This design comes from an exercise in tuning for small area, a short achievable clock period and few clock cycles on the open sky130 flow, not from production work. Power figures rest on the tool's default switching activity, not on a simulated workload.

==> inputs of 03-10 <==
Design cpu_top, start of the top module:
module cpu_top (
    input  logic  clk_i,
    input  logic  rst_i,
    output logic  cyc_o,
    output logic  stb_o,
    output logic  we_o,
    output cpu_pkg::sel_t  sel_o,
    output cpu_pkg::word_t adr_o,
    output cpu_pkg::word_t dat_o,
    input  logic  ack_i,
    input  logic  err_i,
    input  cpu_pkg::word_t dat_i
);
clock: 10.0 ns
lec_check: 0
cap_margin: 20
core_margin: 2
core_utilization: 40
setup_slack_margin: 5
slew_margin: 20
run.sh (not shown) runs the stock make flow with config.mk's settings and CLKGATE_MAP_FILE= SYNTH_SCRIPT=/design/flow/synth_recipe.tcl, a recipe that flattens the netlist after the stock synthesis.
==> 11-01 (differences from 03-10) <==
--- a/flow/design.v
+++ b/flow/design.v
@@ -209,16 +209,15 @@
     logic [4:0]  bid;
     logic        bv;
     logic        r_v;
     logic        r_step;      
     logic [50:0] r_body;
     logic [4:0]  r_ra;        
     logic [31:0] rsel;        
-    logic        r_dep;       
-    logic        r_resume;    
+    logic        r_fwd;       
     logic        r_set, r_add, r_sub, r_shl, r_shr, r_or, r_and, r_xor;
     logic        r_jump, r_load, r_store, r_tb, r_halt;
     logic        r_fmt_rro, r_fmt_i, r_if_z, r_if_nz;
     logic        x_v;
     logic        x_pass;
     logic        x_stl;       
     logic [50:0] x_body;      
@@ -250,15 +249,15 @@
     logic [6:0] n_op;
     logic [1:0] n_fmt;
     logic [3:0] n_cond;
     logic       n_set, n_load, n_store, n_jump, n_tb, n_sub, n_shl, n_or;
     logic       n_and, n_xor, n_add, n_shr, n_halt;
     logic       n_if_z, n_if_nz, n_d31;
     logic       n_alu1, n_alu2;
-    logic       zknown, n_pass, n_fail, n_djump, n_nop, n_cont, n_dep;
+    logic       zknown, n_pass, n_fail, n_djump, n_nop, n_cont;
     logic [4:0] n_ra;
     assign n_op   = dat_i[63:57];
     assign n_fmt  = dat_i[56:55];
     assign n_cond = dat_i[54:51];
     assign n_set   = (n_op == 7'h01);
     assign n_load  = (n_op == 7'h02);
     assign n_store = (n_op == 7'h03);
@@ -281,20 +280,20 @@
     assign zknown  = ~(r_v & (r_sub | r_tb)) & ~(x_v & (x_sub | x_tb));
     assign n_pass  = zknown & ~(n_if_z & ~zf) & ~(n_if_nz & zf);
     assign n_fail  = zknown &  ((n_if_z & ~zf) | (n_if_nz & zf));
     assign n_djump = n_jump & (n_fmt == 2'd2) & n_pass;
     assign n_cont  = n_nop | n_fail | n_tb | n_djump | (n_alu1 & ~n_d31);
     assign n_ra    = ((n_set & n_fmt == 2'd0) | n_load | n_alu2 |
                       (n_store & ((bv & bid == dat_i[50:46]) | n_d31))) ? dat_i[45:41] : dat_i[50:46];
-    assign n_dep   = r_v & r_wr_d & ~r_d31 & (r_d == n_ra) &
-                     ~(n_nop | n_fail | n_halt | (n_set & n_fmt != 2'd0) | (n_jump & n_fmt == 2'd2));
     logic [4:0]  r_d, r_s, x_d;
     logic        x_wr_d, x_write, x_d31;
     logic        r_d31, r_alu2, r_wr_d, r_mem, r_pcop, r_hold;
     logic        z_next, z_fast, pass_r, pass_x, r_zwait;
+    logic        fsel;
+    logic [63:0] rval;
     logic [4:0]  r_base;
     logic        b_hit, b_load, r_b31;
     logic [63:0] agu_a;
     logic [63:0] agu_b;
     logic [63:0] tsum;
     assign x_d     = x_body[50:46];
     assign x_d31   = (x_d == 5'd31);
@@ -313,16 +312,18 @@
     assign z_next  = (x_v & x_pass & x_sub) ? z_sub_i :
                      (x_v & x_pass & x_tb)  ? z_tb_i  : zf;
     assign z_fast  = (x_v & x_pass & x_sub) ? z_sub_i : zf;
     assign pass_r  = ~(r_if_z & ~z_fast) & ~(r_if_nz & z_fast);
     assign pass_x  = ~(r_if_z & ~z_next) & ~(r_if_nz & z_next);
     assign r_zwait = x_v & x_tb & (r_if_z | r_if_nz) &
                      (r_mem | r_pcop | r_halt | (r_alu2 & ~r_step));
-    assign r_hold  = r_v & ((r_mem & ~b_hit) | r_zwait | r_dep);
-    assign b_load  = r_v & r_mem & ~b_hit & (r_ra == r_base) & ~r_dep;
+    assign r_hold  = r_v & ((r_mem & ~b_hit) | r_zwait);
+    assign b_load  = r_v & r_mem & ~b_hit & (r_ra == r_base) & ~r_fwd;
+    assign fsel   = (r_fwd | (x_v & x_stl)) & x_pass;
+    assign rval   = fsel ? result_i : rd_i;
     assign agu_a  = (r_mem & ~r_b31) ? bval : pc;
     assign agu_b  = r_mem ? {23'd0, r_body[40:0]} : {23'd0, r_body[45:5]};
     assign tsum   = agu_a + agu_b;
     assign rf_we_o  = x_write & ~x_d31;
     assign rf_wid_o = x_d;
     logic [4:0]  ra_next;
     logic [31:0] vmask;
@@ -338,15 +339,15 @@
             ra_next = r_d;
         end else if (r_v & r_store) begin
             ra_next = (b_hit | b_load) ? r_s : r_d;
         end
     end
     always_ff @(posedge clk_i) begin
         r_ra  <= ra_next;
-        r_dep <= fack & n_dep;
+        r_fwd <= fack & r_v & r_wr_d & ~r_d31 & (r_d == n_ra);
         for (int i = 0; i < 32; i++) begin
             rsel[i] <= (ra_next == 5'(i)) & vmask[i];
         end
     end
     always_ff @(posedge clk_i) begin
         if (rst_i) begin
             cyc    <= 1'b0;
@@ -355,15 +356,14 @@
             halted <= 1'b0;
             boot   <= 1'b1;
             pc     <= 64'h800000000000;
             zf     <= 1'b0;
             pcw    <= 1'b0;
             r_v    <= 1'b0;
             r_step <= 1'b0;
-            r_resume <= 1'b0;
             x_v    <= 1'b0;
             bv     <= 1'b0;
         end else begin
             boot <= 1'b0;
             if (boot) begin
                 cyc <= 1'b1;
             end
@@ -374,64 +374,60 @@
             if (b_load) begin
                 bval <= rd_i;
                 bid  <= r_base;
                 bv   <= 1'b1;
             end
             pcw <= 1'b0;
             if (pcw) begin
-                if (pcw_v) pc <= maddr;
+                if (pcw_v) pc <= op;
                 cyc <= 1'b1;
             end
             x_v <= 1'b0;
             if (x_v & x_stl) begin
                 pcw   <= 1'b1;
                 pcw_v <= x_pass;
-                maddr <= result_i;
-            end
-            r_resume <= 1'b0;
-            if (r_resume) begin
-                cyc <= 1'b1;
+                op    <= rval;
             end
             if (r_v & ~r_hold) begin
                 r_v <= 1'b0;
                 if (r_alu2 & ~r_step) begin
                     if (pass_r) begin
-                        maddr  <= rd_i;
+                        maddr  <= rval;
                         r_v    <= 1'b1;
                         r_step <= 1'b1;
                         if (~r_d31) cyc <= 1'b1;
                     end else begin
                         cyc <= 1'b1;
                     end
                 end else if (r_mem) begin
                     cyc   <= 1'b1;
                     maddr <= tsum;
-                    op    <= rd_i;
+                    op    <= rval;
                     if (pass_r) begin
                         dphase <= 1'b1;
                         wr     <= r_store;
                     end
                 end else if (r_pcop) begin
                     cyc <= 1'b1;
                     if (pass_r) begin
                         pc <= (r_jump & r_fmt_i) ? {13'd0, r_body} :
-                              r_jump             ? rd_i : tsum;
+                              r_jump             ? rval : tsum;
                     end
                 end else if (r_halt) begin
                     if (pass_r) begin
                         halted <= 1'b1;
                     end else begin
                         cyc <= 1'b1;
                     end
                 end else begin
                     x_v       <= 1'b1;
                     x_pass    <= pass_x;
                     x_stl     <= r_wr_d & r_d31;
                     x_body    <= {r_body[50:46], r_body[45:5] ^ {41{r_sub}}, r_body[4:0]};
-                    op        <= rd_i;
+                    op        <= rval;
                     x_set     <= r_set;
                     x_add     <= r_add;
                     x_sub     <= r_sub;
                     x_shl     <= r_shl;
                     x_shr     <= r_shr;
                     x_or      <= r_or;
                     x_and     <= r_and;
@@ -465,16 +461,15 @@
                     end
                 end
             end
             if (fack) begin
                 r_body    <= dat_i[50:0];
                 r_v       <= ~(n_nop | n_fail | n_djump);
                 r_step    <= 1'b0;
-                cyc       <= n_cont & ~n_dep;
-                r_resume  <= n_cont & n_dep;
+                cyc       <= n_cont;
                 pc        <= n_djump ? {13'd0, dat_i[50:0]} : pc + 64'd8;
                 r_set     <= n_set;
                 r_add     <= n_add;
                 r_sub     <= n_sub;
                 r_shl     <= n_shl;
                 r_shr     <= n_shr;
                 r_or      <= n_or;
==> impl_metrics.py <==
metrics = {
    "run_status": {
        "status": "no timing/DRC/antenna violations",
    },
    "cells_and_area": {
        "multi_input_area_share_pct": 31.44,
        "buffers": 690,
        "multi_input_gates": 5992,
        "seq_share_pct": 53.62,
        "multi_input_area_mm2": 0.04247,
        "num-nonclk-inverters": 208,
        "fin_cells": 13640,
    },
    "detailed_routing": {
        "wl_um": 629900,
    },
    "floorplanning": {
        "fp-row-count": 197,
        "fp.dieArea_mm2": 0.2946,
    },
    "worst_setup_path": {
        "crit_chain": "mux2i_1, nor3_1, o21ai_0, a21oi_1, nor3_2, o31ai_1, nand2_1, o21ai_0, a21oi_4, clkinvlp_4, buf_4",
        "critical_path_peak_fanout": 15,
        "worst-path-buf-inv": 2,
    },
    "pwr": {
        "comb_power_share_pct": 11.7,
    },
    "global_route": {
        "grt_pass1_vias": 89260,
    },
}
That was 11-01.
==> impl_metrics.py <==
metrics = {
    "worst_setup_path": {
        "critical_path_peak_fanout": 38,
    },
    "cells_and_area": {
        "multi_input_area_mm2": 0.04241,
        "multi_input_gates": 5872,
        "multi_input_area_share_pct": 31.29,
        "seq_share_pct": 53.46,
        "num-nonclk-inverters": 196,
    },
    "global_route": {
        "grt_pass1_vias": 88650,
    },
    "run_status": {
        "status": "no timing/DRC/antenna violations",
    },
    "pwr": {
        "comb_power_share_pct": 11.8,
    },
    "floorplanning": {
        "fp-row-count": 198,
    },
    "detailed_routing": {
        "wl_um": 638400,
    },
}
That was 03-10.
Function was not checked in any run of this note: the RTL went through the layout flow alone.

[what the ideal ports hide]
The flow's constraints put no driver on any port. The routed layouts listed below were extracted and timed again, unchanged, in two steps. Step 1 sets driving cells, clkbuf_16 on the clock port and buf_2 on the other inputs (assumed; they add their load-dependent delay and slew). Step 2 times the ports against the registers' clock, not the clock port: input delays grow and output delays shrink by t, the midpoint of the rising clock arrivals with the driver on. a / b / c = ideal ports / drivers / drivers and shift; a / b = the first two.
run	t, ns	slack for setup (ns)	worst data-port slew with drivers (ns)
03-10	1.006	4.818 / 4.733 / 4.036	0.18
11-01	0.934	4.654 / 4.654 / 4.053	0.20
After both steps every run listed still meets setup and hold. The setup slack of 03-10, which loses most, moves by -0.085 ns with the drivers and by -0.782 ns with both steps.
